What follows belongs to an exercise in optimizing a design on an open flow for a short achievable clock period; a production flow would make more cautious choices.
Function was checked by simulation only, so behaviour that the tests miss may differ from the original.

==> flow/design.v, too long to show whole: its modules and the start of the top module <==
// module pc_sequencer: 24 lines
// module program_mem: 31 lines
// module instr_decode: 20 lines
// module fmul_s1: 1913 lines
// module fmul_s2: 18 lines
// module alu: 32 lines
// module cmp_finish: 18 lines
// module fmul_exp: 54 lines
// module reg_bank: 100 lines
// module float_core_top: 174 lines
module float_core_top (
  input  logic                clk,
  input  logic                reset,
  input  logic                run,
  input  logic                prog_we,
  input  core_pkg::word_t     prog_data,
  input  core_pkg::port_sel_t p_sel,
  input  core_pkg::word_t     P0,
  input  core_pkg::word_t     P1,
  output core_pkg::word_t     P0_out,
  output core_pkg::word_t     P1_out,
  output core_pkg::word_t     result,
  output logic                result_valid
);
  // ...
==> flow/flow/run.sh <==
#!/bin/bash
# The standard layout, with three changes to how it is made:
# - timing repair aims well below the clock period (the design's own paths
#   are far shorter than the period, and repair_timing only works on paths
#   whose slack is under its margin);
# - full adders are left to abc as plain logic (no ADDER_MAP_FILE), which
#   maps the carry-save tree with faster gates than the adder cells;
# - slow cells are kept out of the netlist: the weak a222oi_1 (its only
#   size), and gates with three- or four-high transistor stacks.
# The synthesis is otherwise the standard one, with the same registers.
set -uo pipefail
here=$(cd "$(dirname "$0")" && pwd)
p=sky130_fd_sc_hd__
slow="${p}a222oi_1"
for c in or4 or4b or4bb nor4 nor4b nor4bb o2111ai a2111oi o2111a a2111o xor3 xnor3 or3 nor3 or3b nor3b; do
  slow="$slow ${p}${c}_*"
done
dont_use="$(cat "$here/platform_dont_use.txt") $slow"
bash standard.sh SETUP_SLACK_MARGIN=12 ADDER_MAP_FILE= "DONT_USE_CELLS=$dont_use" finish > make.log 2>&1
==> flow/flow/platform_dont_use.txt <==
sky130_fd_sc_hd__probe_p_8 sky130_fd_sc_hd__probec_p_8 sky130_fd_sc_hd__lpflow_bleeder_1 sky130_fd_sc_hd__lpflow_clkbufkapwr_1 sky130_fd_sc_hd__lpflow_clkbufkapwr_16 sky130_fd_sc_hd__lpflow_clkbufkapwr_2 sky130_fd_sc_hd__lpflow_clkbufkapwr_4 sky130_fd_sc_hd__lpflow_clkbufkapwr_8 sky130_fd_sc_hd__lpflow_clkinvkapwr_1 sky130_fd_sc_hd__lpflow_clkinvkapwr_16 sky130_fd_sc_hd__lpflow_clkinvkapwr_2 sky130_fd_sc_hd__lpflow_clkinvkapwr_4 sky130_fd_sc_hd__lpflow_clkinvkapwr_8 sky130_fd_sc_hd__lpflow_decapkapwr_12 sky130_fd_sc_hd__lpflow_decapkapwr_3 sky130_fd_sc_hd__lpflow_decapkapwr_4 sky130_fd_sc_hd__lpflow_decapkapwr_6 sky130_fd_sc_hd__lpflow_decapkapwr_8 sky130_fd_sc_hd__lpflow_inputiso0n_1 sky130_fd_sc_hd__lpflow_inputiso0p_1 sky130_fd_sc_hd__lpflow_inputiso1n_1 sky130_fd_sc_hd__lpflow_inputiso1p_1 sky130_fd_sc_hd__lpflow_inputisolatch_1 sky130_fd_sc_hd__lpflow_isobufsrc_1 sky130_fd_sc_hd__lpflow_isobufsrc_16 sky130_fd_sc_hd__lpflow_isobufsrc_2 sky130_fd_sc_hd__lpflow_isobufsrc_4 sky130_fd_sc_hd__lpflow_isobufsrc_8 sky130_fd_sc_hd__lpflow_isobufsrckapwr_16 sky130_fd_sc_hd__lpflow_lsbuf_lh_hl_isowell_tap_1 sky130_fd_sc_hd__lpflow_lsbuf_lh_hl_isowell_tap_2 sky130_fd_sc_hd__lpflow_lsbuf_lh_hl_isowell_tap_4 sky130_fd_sc_hd__lpflow_lsbuf_lh_isowell_4 sky130_fd_sc_hd__lpflow_lsbuf_lh_isowell_tap_1 sky130_fd_sc_hd__lpflow_lsbuf_lh_isowell_tap_2 sky130_fd_sc_hd__lpflow_lsbuf_lh_isowell_tap_4 # # Define fill cells 
==> flow/standard.sh <==
#!/bin/bash
# synth_recipe.tcl (not shown) runs the flow's synth.tcl, then flattens the netlist and writes it again
# the make line also repeats each setting of config.mk as NAME=value (left out here)
make -C /OpenROAD-flow-scripts/flow DESIGN_CONFIG=/design/flow/config.mk WORK_HOME=/design/flow/orfs CLKGATE_MAP_FILE= SYNTH_SCRIPT=/design/flow/synth_recipe.tcl "${@:-finish}"
==> flow/config.mk <==
export PLATFORM = sky130hd
export DESIGN_NAME = float_core_top
export DESIGN_NICKNAME = float_core_top
export VERILOG_FILES = /design/flow/design.v
export SDC_FILE = /design/flow/constraint.sdc
export NUM_CORES = 4
export LEC_CHECK = 0
export ABC_CLOCK_PERIOD_IN_PS = 4000
export CAP_MARGIN = 20
export CORE_MARGIN = 2
export CORE_UTILIZATION = 45
export SETUP_SLACK_MARGIN = 5
export SLEW_MARGIN = 20
==> flow/constraint.sdc <==
create_clock -name core_clock -period 18.0 [get_ports {clk}]
set_input_delay 3.6000 -clock core_clock [delete_from_list [all_inputs] [get_ports {clk}]]
set_output_delay 3.6000 -clock core_clock [all_outputs]
set_load 0.01 [all_outputs]
==> results_dict.tcl, run 1 <==
set metrics [dict create \
    finalSetupViolCount 0 \
    synthArstFlopShare 0.431 \
    synth_compound_area_frac 0.197 \
    finalHoldViolCount 0 \
    clockBufferDepth 3 \
    final_common_cell "nand2_1" \
    yosysTopAreaCell "edfxtp_1" \
    crit_path_end_kind "output port" \
    largest_register_ffs 416 \
    fp.dieH_um 380 \
    nFillCells 11327 \
    min_to "u_instr_decode.ir[27]$_DFF_PP0_" \
    post_dp_cell_area_mm2 0.0692 \
    grt.total_usage 0.343 \
    status "complete, no violations" \
    synth_top_area_frac 0.196 \
    vias 58273 \
    ys.warnings.count 9 \
    final.clkbuf_count 122 \
    place_congestion 0.968 \
    crit_path_cell_trace "xor2_4 > mux2_4 > a221oi_4 > buf_12 > a41o_1 > a21bo_4 > o22ai_4 > buf_4 > buf_6 > o41ai_2 > a211o_1 > a221o_2 > buf_6" \
    syn_nets 6722 \
    synth_edf_count 416 \
    cts.htree.levels 3 \
    cts_hold_buffers 0 \
    ff2ff_setup_slack_ns 11.09 \
    cpMostUsedCell "buf_6" \
]
==> module fmul_s2, before the edit <==
module fmul_s2 (
  input  logic [47:0] row0,
  input  logic [47:0] row1,
  output logic        sel,        
  output logic [22:0] man1,       
  output logic [22:0] man0        
);
  logic [47:0] x_s, x_c, x, y_s, y_c, y;
  assign x_s = {row0[47], row0[46], row0[45], row0[44], row0[43], row0[42], row0[41], row0[40], row0[39], row0[38], row0[37], row0[36], row0[35], row0[34], row0[33], row0[32], row0[31], row0[30], row0[29], row0[28], row0[27], row0[26], row0[25], row0[24], row0[23], row0[22], row0[21], row0[20], row0[19], row0[18], row0[17], row0[16], row0[15], row0[14], row0[13], row0[12], row0[11], row0[10], row0[9], row0[8], row0[7], row0[6], row0[5], row0[4], row0[3], row0[2], row0[1], row0[0]};
  assign x_c = {row1[47], row1[46], row1[45], row1[44], row1[43], row1[42], row1[41], row1[40], row1[39], row1[38], row1[37], row1[36], row1[35], row1[34], row1[33], row1[32], row1[31], row1[30], row1[29], row1[28], row1[27], row1[26], row1[25], row1[24], row1[23], row1[22], row1[21], row1[20], row1[19], row1[18], row1[17], row1[16], row1[15], row1[14], row1[13], row1[12], row1[11], row1[10], row1[9], row1[8], row1[7], row1[6], row1[5], row1[4], row1[3], row1[2], row1[1], row1[0]};
  assign x = x_s + x_c;
  assign y_s = x_s ^ x_c ^ 48'h400000;
  assign y_c = ((x_s & x_c) | ((x_s | x_c) & 48'h400000)) << 1;
  assign y = y_s + y_c;
  assign sel  = x[47];
  assign man1 = y[46:24];
  assign man0 = x[45:23];
endmodule
==> module float_core_top, before the edit <==
module float_core_top (
  input  logic                clk,
  input  logic                reset,
  input  logic                run,
  input  logic                prog_we,
  input  core_pkg::word_t     prog_data,
  input  core_pkg::port_sel_t p_sel,
  input  core_pkg::word_t     P0,
  input  core_pkg::word_t     P1,
  output core_pkg::word_t     P0_out,
  output core_pkg::word_t     P1_out,
  output core_pkg::word_t     result,
  output logic                result_valid
);
  core_pkg::addr_t    pc;
  core_pkg::word_t    instr_next;   
  core_pkg::opcode_t  op;
  core_pkg::reg_idx_t rs;
  core_pkg::opcode_t  op_next;
  logic               fwd_a;
  logic               fwd_b;
  core_pkg::word_t    instr_after;
  core_pkg::word_t    base_a;
  core_pkg::word_t    base_b;
  logic [35:0]        base_enc_b;
  core_pkg::word_t    a_next;
  core_pkg::word_t    b_next;
  core_pkg::word_t    other_next;
  logic [7:0]         nib_gt_next;
  logic [7:0]         nib_eq_next;
  logic [7:0]         nib_gt_q;     
  logic [7:0]         nib_eq_q;
  logic               is_gt_q;      
  logic               is_lt_q;      
  logic               cmp_bit;      
  logic [8:0]         hi1_next;
  logic [8:0]         hi0_next;
  logic               norm1_next;
  logic               norm0_next;
  logic [35:0]        enc_next;
  core_pkg::word_t    other_q;      
  logic [8:0]         hi1_q;        
  logic [8:0]         hi0_q;
  logic               norm1_q;      
  logic               norm0_q;
  logic [47:0]        row0_q;
  logic [47:0]        row1_q;
  logic [47:0]        row0;
  logic [47:0]        row1;
  logic               sel;
  logic [22:0]        man1;
  logic [22:0]        man0;
  core_pkg::word_t    res1;         
  core_pkg::word_t    res0;         
  pc_sequencer u_pc_sequencer (
    .clk     (clk),
    .reset   (reset),
    .run     (run),
    .prog_we (prog_we),
    .pc      (pc)
  );
  program_mem u_program_mem (
    .clk       (clk),
    .reset     (reset),
    .prog_we   (prog_we),
    .prog_data (prog_data),
    .pc        (pc),
    .instr       (instr_next),
    .instr_after (instr_after)
  );
  instr_decode u_instr_decode (
    .clk     (clk),
    .reset   (reset),
    .instr   (instr_next),
    .op      (op),
    .rs      (rs),
    .wr_en   (result_valid)
  );
  reg_bank u_reg_bank (
    .clk        (clk),
    .reset      (reset),
    .wr_en      (result_valid),
    .rs         (rs),
    .instr_next  (instr_next),
    .instr_after (instr_after),
    .p_sel      (p_sel),
    .P0         (P0),
    .P1         (P1),
    .alu_result (result),
    .fwd_a      (fwd_a),
    .fwd_b      (fwd_b),
    .base_a     (base_a),
    .base_b     (base_b),
    .base_enc_b (base_enc_b),
    .P0_out     (P0_out),
    .P1_out     (P1_out)
  );
  fmul_s2 u_fmul_s2 (
    .row0 (row0_q),
    .row1 (row1_q),
    .sel  (sel),
    .man1 (man1),
    .man0 (man0)
  );
  cmp_finish u_cmp_finish (
    .nib_gt (nib_gt_q),
    .nib_eq (nib_eq_q),
    .is_gt  (is_gt_q),
    .is_lt  (is_lt_q),
    .bit0   (cmp_bit)
  );
  assign res1 = {hi1_q, (man1 & {23{norm1_q}}) | other_q[22:0] | {22'd0, cmp_bit}};
  assign res0 = {hi0_q, (man0 & {23{norm0_q}}) | other_q[22:0] | {22'd0, cmp_bit}};
  assign result = sel ? res1 : res0;
  assign a_next = base_a | (result & {32{fwd_a}});
  assign b_next = base_b | (result & {32{fwd_b}});
  assign enc_next = base_enc_b | (core_pkg::booth_enc(result[22:0]) & {36{fwd_b}});
  assign op_next = instr_next[core_pkg::OP_MSB -: 4];
  alu u_alu (
    .a          (a_next),
    .b          (b_next),
    .op         (op_next),
    .alu_result (other_next),
    .nib_gt     (nib_gt_next),
    .nib_eq     (nib_eq_next)
  );
  fmul_exp u_fmul_exp (
    .a       (a_next),
    .b       (b_next),
    .is_fmul (op_next == core_pkg::OP_FMUL),
    .hi1     (hi1_next),
    .hi0     (hi0_next),
    .norm1   (norm1_next),
    .norm0   (norm0_next)
  );
  fmul_s1 u_fmul_s1 (
    .a    ({1'b1, a_next[22:0]}),
    .one  (enc_next[11:0]),
    .two  (enc_next[23:12]),
    .neg  (enc_next[35:24]),
    .row0 (row0),
    .row1 (row1)
  );
  always_ff @(posedge clk or posedge reset)
  begin
    if (reset)
    begin
      other_q <= '0;
      is_gt_q <= 1'b0;
      is_lt_q <= 1'b0;
      hi1_q   <= '0;
      hi0_q   <= '0;
      norm1_q <= 1'b0;
      norm0_q <= 1'b0;
    end
    else
    begin
      other_q <= other_next;
      is_gt_q <= (op_next == core_pkg::OP_GT);
      is_lt_q <= (op_next == core_pkg::OP_LT);
      hi1_q   <= hi1_next | other_next[31:23];
      hi0_q   <= hi0_next | other_next[31:23];
      norm1_q <= norm1_next;
      norm0_q <= norm0_next;
    end
  end
  always_ff @(posedge clk)
  begin
    row0_q <= row0;
    nib_gt_q <= nib_gt_next;
    nib_eq_q <= nib_eq_next;
    row1_q <= row1;
  end
endmodule
==> inputs of run 2 (changes only) <==
--- a/flow/design.v
+++ b/flow/design.v
@@ -121,17 +121,18 @@
   assign wr_en = core_pkg::op_writes(op);
 endmodule
 module fmul_s1 (
   input  logic [23:0] a,
   input  logic [11:0] one,
   input  logic [11:0] two,
   input  logic [11:0] neg,
   output logic [47:0] row0,
-  output logic [47:0] row1
+  output logic [47:0] row1,
+  output logic        clo
 );
   logic s1_0;
   logic s1_1;
   logic s1_2;
   logic s1_3;
   logic s1_4;
   logic s1_5;
   logic s1_6;
@@ -2027,31 +2028,38 @@
   assign s1_945 = 1'b1 ^ a[22] ^ s1_310;
   assign s1_946 = (1'b1 & a[22]) | (1'b1 & s1_310) | (a[22] & s1_310);
   assign s1_947 = s1_942 ^ s1_945;
   assign s1_948 = s1_942 & s1_945;
   assign s1_949 = a[23] ^ s1_946;
   assign s1_950 = a[23] & s1_946;
   assign row0 = {s1_948, s1_944, s1_940, s1_934, s1_928, s1_920, s1_912, s1_902, s1_892, s1_880, s1_868, s1_854, s1_840, s1_824, s1_808, s1_790, s1_772, s1_752, s1_732, s1_710, s1_688, s1_664, s1_640, s1_618, s1_596, s1_574, s1_552, s1_530, s1_510, s1_490, s1_472, s1_454, s1_438, s1_422, s1_408, s1_394, s1_391, s1_370, s1_360, s1_357, s1_347, s1_339, s1_331, s1_325, s1_319, s1_315, s1_1, s1_0};
   assign row1 = {s1_949, s1_947, s1_943, s1_939, s1_933, s1_927, s1_919, s1_911, s1_901, s1_891, s1_879, s1_867, s1_853, s1_839, s1_823, s1_807, s1_789, s1_771, s1_751, s1_731, s1_709, s1_687, s1_663, s1_639, s1_617, s1_595, s1_573, s1_551, s1_529, s1_509, s1_489, s1_471, s1_453, s1_437, s1_421, s1_407, s1_393, s1_381, s1_369, s1_359, s1_349, s1_341, s1_333, s1_327, s1_321, s1_317, s1_313, s1_311};
+  logic [11:0] low_sum;
+  assign {clo, low_sum} = {1'b0, row0[11:0]} + {1'b0, row1[11:0]};
 endmodule
 module fmul_s2 (
   input  logic [47:0] row0,
   input  logic [47:0] row1,
+  input  logic        clo,        
   output logic        sel,        
   output logic [22:0] man1,       
   output logic [22:0] man0        
 );
   logic [47:0] x_s, x_c, x, y_s, y_c, y;
   assign x_s = {row0[47], row0[46], row0[45], row0[44], row0[43], row0[42], row0[41], row0[40], row0[39], row0[38], row0[37], row0[36], row0[35], row0[34], row0[33], row0[32], row0[31], row0[30], row0[29], row0[28], row0[27], row0[26], row0[25], row0[24], row0[23], row0[22], row0[21], row0[20], row0[19], row0[18], row0[17], row0[16], row0[15], row0[14], row0[13], row0[12], row0[11], row0[10], row0[9], row0[8], row0[7], row0[6], row0[5], row0[4], row0[3], row0[2], row0[1], row0[0]};
   assign x_c = {row1[47], row1[46], row1[45], row1[44], row1[43], row1[42], row1[41], row1[40], row1[39], row1[38], row1[37], row1[36], row1[35], row1[34], row1[33], row1[32], row1[31], row1[30], row1[29], row1[28], row1[27], row1[26], row1[25], row1[24], row1[23], row1[22], row1[21], row1[20], row1[19], row1[18], row1[17], row1[16], row1[15], row1[14], row1[13], row1[12], row1[11], row1[10], row1[9], row1[8], row1[7], row1[6], row1[5], row1[4], row1[3], row1[2], row1[1], row1[0]};
-  assign x = x_s + x_c;
+  assign x[47:12] = x_s[47:12] + x_c[47:12] + {35'd0, clo};
+  assign x[11:0] = '0;
+  logic [47:0] y_g;
   assign y_s = x_s ^ x_c ^ 48'h400000;
-  assign y_c = ((x_s & x_c) | ((x_s | x_c) & 48'h400000)) << 1;
-  assign y = y_s + y_c;
+  assign y_g = (x_s & x_c) | ((x_s | x_c) & 48'h400000);
+  assign y_c = {y_g[46:12], 13'd0};
+  assign y[47:12] = y_s[47:12] + y_c[47:12] + {35'd0, clo};
+  assign y[11:0] = '0;
   assign sel  = x[47];
   assign man1 = y[46:24];
   assign man0 = x[45:23];
 endmodule
 module alu (
   input  core_pkg::word_t   a,
   input  core_pkg::word_t   b,
   input  core_pkg::opcode_t op,
@@ -2298,16 +2306,18 @@
   core_pkg::word_t    other_q;      
   logic [8:0]         hi1_q;        
   logic [8:0]         hi0_q;
   logic               norm1_q;      
   logic               norm0_q;
   logic [47:0]        row0_q;
   logic [47:0]        row1_q;
   logic [47:0]        row0;
+  logic               clo;
+  logic               clo_q;        
   logic [47:0]        row1;
   logic               sel;
   logic [22:0]        man1;
   logic [22:0]        man0;
   core_pkg::word_t    res1;         
   core_pkg::word_t    res0;         
   pc_sequencer u_pc_sequencer (
     .clk     (clk),
@@ -2350,16 +2360,17 @@
     .base_b     (base_b),
     .base_enc_b (base_enc_b),
     .P0_out     (P0_out),
     .P1_out     (P1_out)
   );
   fmul_s2 u_fmul_s2 (
     .row0 (row0_q),
     .row1 (row1_q),
+    .clo  (clo_q),
     .sel  (sel),
     .man1 (man1),
     .man0 (man0)
   );
   cmp_finish u_cmp_finish (
     .nib_gt (nib_gt_q),
     .nib_eq (nib_eq_q),
     .is_gt  (is_gt_q),
@@ -2391,17 +2402,18 @@
     .norm0   (norm0_next)
   );
   fmul_s1 u_fmul_s1 (
     .a    ({1'b1, a_next[22:0]}),
     .one  (enc_next[11:0]),
     .two  (enc_next[23:12]),
     .neg  (enc_next[35:24]),
     .row0 (row0),
-    .row1 (row1)
+    .row1 (row1),
+    .clo  (clo)
   );
   always_ff @(posedge clk or posedge reset)
   begin
     if (reset)
     begin
       other_q <= '0;
       is_gt_q <= 1'b0;
       is_lt_q <= 1'b0;
@@ -2419,13 +2431,14 @@
       hi0_q   <= hi0_next | other_next[31:23];
       norm1_q <= norm1_next;
       norm0_q <= norm0_next;
     end
   end
   always_ff @(posedge clk)
   begin
     row0_q <= row0;
+    clo_q  <= clo;
     nib_gt_q <= nib_gt_next;
     nib_eq_q <= nib_eq_next;
     row1_q <= row1;
   end
 endmodule
==> results_dict.tcl, run 2 <==
set metrics [dict create \
    antenna_found_initial 17 \
    path_buf_inv 8 \
    ys.warnings.count 9 \
    hp-class "flop to flop" \
    reg_top3 "u_program_mem.mem x416, u_reg_bank.regs x256" \
    yosysTopAreaCell "edfxtp_1" \
    yosysSeqAreaShare 0.396 \
    whs_path_depth 0 \
    crit_path_max_fanout 8 \
    critical_path_class "primary input to flop" \
    drc 0 \
    drtPass1Iterations 9 \
    tns_ns 0 \
    final_cell_mix "664 x nand2_1, 544 x buf_4, 422 x nor2_1, 422 x xnor2_1, 416 x edfxtp_1" \
    maxSlewHeadroom 0.207 \
    synth_most_common_cell "xnor2_1" \
    r2r_cells 24 \
    start_util 0.452 \
    synthCells 6463 \
    drive_gt1_frac 0.345 \
    cts.htree.levels 3 \
    drt-met1-wl_mm 97.3 \
    postSynthAreaPerCell_um2 9.58 \
    cts_buffers 99 \
    min_to "u_instr_decode.ir[30]$_DFF_PP0_" \
    cts_tree "yes" \
    top_layer "met5" \
    synth_area_mm2 0.0619 \
    ios 199 \
    synth-seq-cells 917 \
    crit_path_max_incr_delay_ns 0.47 \
    grt_pass1_wl_mm 353 \
    required_ns 18.59 \
    ys_top_cells_by_count "753 x xnor2_1, 706 x nand2_1, 456 x nor2_1" \
    top_register "u_program_mem.mem" \
    syn_nets 6565 \
    ff2ff_setup_slack_ns 11.21 \
    cts_hold_buffers 0 \
    max_freq_mhz 134 \
    synth_edf_count 416 \
    largest_register_ffs 416 \
    drv_cap 0 \
    fp.dieH_um 375 \
    status "complete, no violations" \
    cp-start-kind "primary input" \
    layout.nets 7179 \
    rr_startpoint "row1_q[12]$_DFF_P_" \
    grt-ovfl-total 0 \
    finalHoldViolCount 0 \
    chipWidth_um 375 \
    final_common_cell "nand2_1" \
    first_iter_violations 7411 \
    routed_wl_mm 254 \
    clockBufferDepth 3 \
    syn_to_final_growth_pct 36.2 \
    wire_per_inst_um 28.3 \
    finalCritPeriodShare 0.413 \
    io_buffer_count 179 \
    synthArstFlopShare 0.442 \
    finalSetupViolCount 0 \
    grt.total_usage 0.333 \
    crit_slowest_cell "xnor2_2" \
    vias 58043 \
    crit_path_cell_trace "buf_6 > buf_12 > buf_6 > buf_8 > buf_6 > nand2b_4 > buf_6 > o22ai_4 > a21oi_2 > o21ai_4 > buf_12 > a22oi_2 > xnor2_2 > xnor2_2 > xnor2_2 > maj3_2 > inv_2 > maj3_2 > maj3_2 > maj3_2 > maj3_2" \
    slew_violations 0 \
    grt_pass1_vias 53682 \
    worstPathArrival_ns 8.03 \
    dieArea_mm2 0.141 \
    place_congestion 0.956 \
    synth_area_leaders "edfxtp_1 20%, dfrtp_1 16%, xnor2_1 11%, mux4_2 4.5%, nand2_1 4.3%" \
    core-area_mm2 0.137 \
    stdcell_area_mm2 0.0844 \
    synth_cell_types 99 \
    synthFlopType "edfxtp_1" \
    wl_met3_mm 28.6 \
    cts.sink_count 917 \
    worstHoldStart "u_program_mem.rd_data[30]$_DFF_P_" \
    crit_path_end_kind "flop" \
    ant_nets 0 \
    vias_per_cell 6.48 \
    crit_family "adder cells" \
    rsz0062_at_grt "true" \
    clk-insertion-delay-late_ns 0.76 \
    post_dp_cell_area_mm2 0.0678 \
    nFillCells 10599 \
    skew_ns 0.0733 \
    period_minus_slack_ns 7.44 \
    dp_hpwl_mm 152 \
    std_cell_rows 136 \
    grt_max_degree 92 \
    synth_top_area_frac 0.202 \
    cpMostUsedCell "maj3_2" \
    clkSlewWorstSetupHoldPaths_ns 0.06 \
    dr_wl_met2_mm 110 \
    cts-root-buf "clkbuf_16" \
    worst_pin_slew_ns 1.19 \
    timing.rr.end "row0_q[28]$_DFF_P_" \
]
run 2: cell types whose count changed after synthesis, moves of 22 or more:
cell,previous run,this run
o21ai_0,497,448
a22oi_1,204,168
buf_2,124,90
a221o_1,72,43
a21oi_1,342,378
dfxtp_1,118,96
clkbuf_1,287,330
nand2_1,773,706
mux2_2,82,39
nor2_1,433,456
o22ai_1,143,214
run 2: metal layers:
metal	track usage	vias up
met5	0	-
met3	0.0766	1128
li1	-	24851
met2	0.504	3686
met1	0.446	28358
met4	0.172	20
run 2: layout make-up:
| cell class | count | area [um^2] | area share |
|---|---|---|---|
| Antenna cell | 9 | 22.5 | 0.000267 |
| Clock buffer | 123 | 2690 | 0.0318 |
| Clock inverter | 60 | 769 | 0.00912 |
| Inverter | 115 | 561 | 0.00664 |
| Multi-Input combinational cell | 4949 | 43000 | 0.509 |
| Sequential cell | 917 | 24700 | 0.293 |
| Tap cell | 1794 | 2240 | 0.0266 |
| Timing Repair Buffer | 993 | 10400 | 0.123 |
| Timing Repair inverter | 2 | 23.8 | 0.000282 |
run 2: worst max path at each step:
stage | slack (ns) | startpoint | depth (start not counted) | end
6_report | 10.56 | p_sel[0] | 21 | row0_q[28]$_DFF_P_
5_1_grt | 10.55 | p_sel[0] | 21 | row0_q[28]$_DFF_P_
4_1_cts | 10.69 | clo_q$_DFF_P_ | 11 | result[11]
3_5_place_dp | 8.35 | p_sel[1] | 16 | row0_q[28]$_DFF_P_
3_3_place_gp | 8.41 | p_sel[1] | 16 | row0_q[28]$_DFF_P_
2_1_floorplan | 8.95 | reset | 1 | hi0_q[0]$_DFF_PP0_
run 2: worst register-to-register path: stages, from the launching register on:
cell	delay [ns]
dfxtp_1	0.30
maj3_2	0.39
o21a_1	0.25
a211o_1	0.31
a31oi_4	0.30
o21bai_4	0.17
a21o_4	0.28
buf_4	0.15
buf_4	0.13
a41o_1	0.21
a31o_4	0.30
buf_4	0.22
nand2b_1	0.18
o311ai_4	0.60
buf_12	0.23
a22oi_2	0.09
xnor2_2	0.24
xnor2_2	0.11
xnor2_2	0.47
maj3_2	0.38
inv_2	0.04
maj3_2	0.33
maj3_2	0.36
maj3_2	0.34
maj3_2	0.29
run 2: stage by stage:
step	hold WS (ns)	utilization	cells	worst slack, ns
6_report	0.433	0.616	8962	10.56
3_3_place_gp	0.429	0.495	8132	8.41
2_1_floorplan	0.331	-	6463	8.95
4_1_cts	0.436	0.581	8751	10.69
3_5_place_dp	0.427	0.495	8132	8.35
5_1_grt	0.468	0.616	8954	10.55
run 2: logic make-up (layout without fill, tap and decap cells):
group           count (synthesis)  in the layout  share of synthesized area
buf+inv                       602           1293                     0.0394
flops                         917            917                      0.396
mux                           306            306                     0.0755
simple gates                 1580           1582                      0.113
compound gates               1870           1873                      0.200
fa+ha+maj                     196            196                     0.0320
xor+xnor                      992            992                      0.143
other cells                     0              9                          0
run 2: timing repair:
action,in CTS,in global routing
pin swaps,343,387
buffers inserted,398,189
resized for setup,1123,554
cloned,38,12
endpoints found under the setup margin,355,216

==> static timing again, ports no longer ideal <==
The flow's constraints put no driver on any port. The routed layouts listed below were extracted and timed again, unchanged, in two steps.
Step 1 (the two cells are an assumption about what drives the block):
set clk [get_ports {clk}]
set_driving_cell -lib_cell sky130_fd_sc_hd__clkbuf_16 $clk
set_driving_cell -lib_cell sky130_fd_sc_hd__buf_2 [delete_from_list [all_inputs] $clk]
Step 2, shift: input delay + t, output delay - t, t = (earliest + latest rising clock arrival at the registers) / 2. This alone moves slack from input paths to output paths.
a / b / c = ideal / step 1 / step 2; a / b = the first two.
| run | t (ns) | slack for setup (ns) | slew at the worst register clock pin (ns) |
|---|---|---|---|
| run 1 | 0.808 | 10.395 / 10.313 / 10.085 | 0.07 / 0.07 |
| run 2 | 0.802 | 10.558 / 10.578 / 9.801 | 0.07 / 0.07 |
After both steps every run listed still meets setup and hold. For run 2, which loses most, drivers alone change the setup slack by +0.020 ns; drivers and shift together by -0.757 ns.
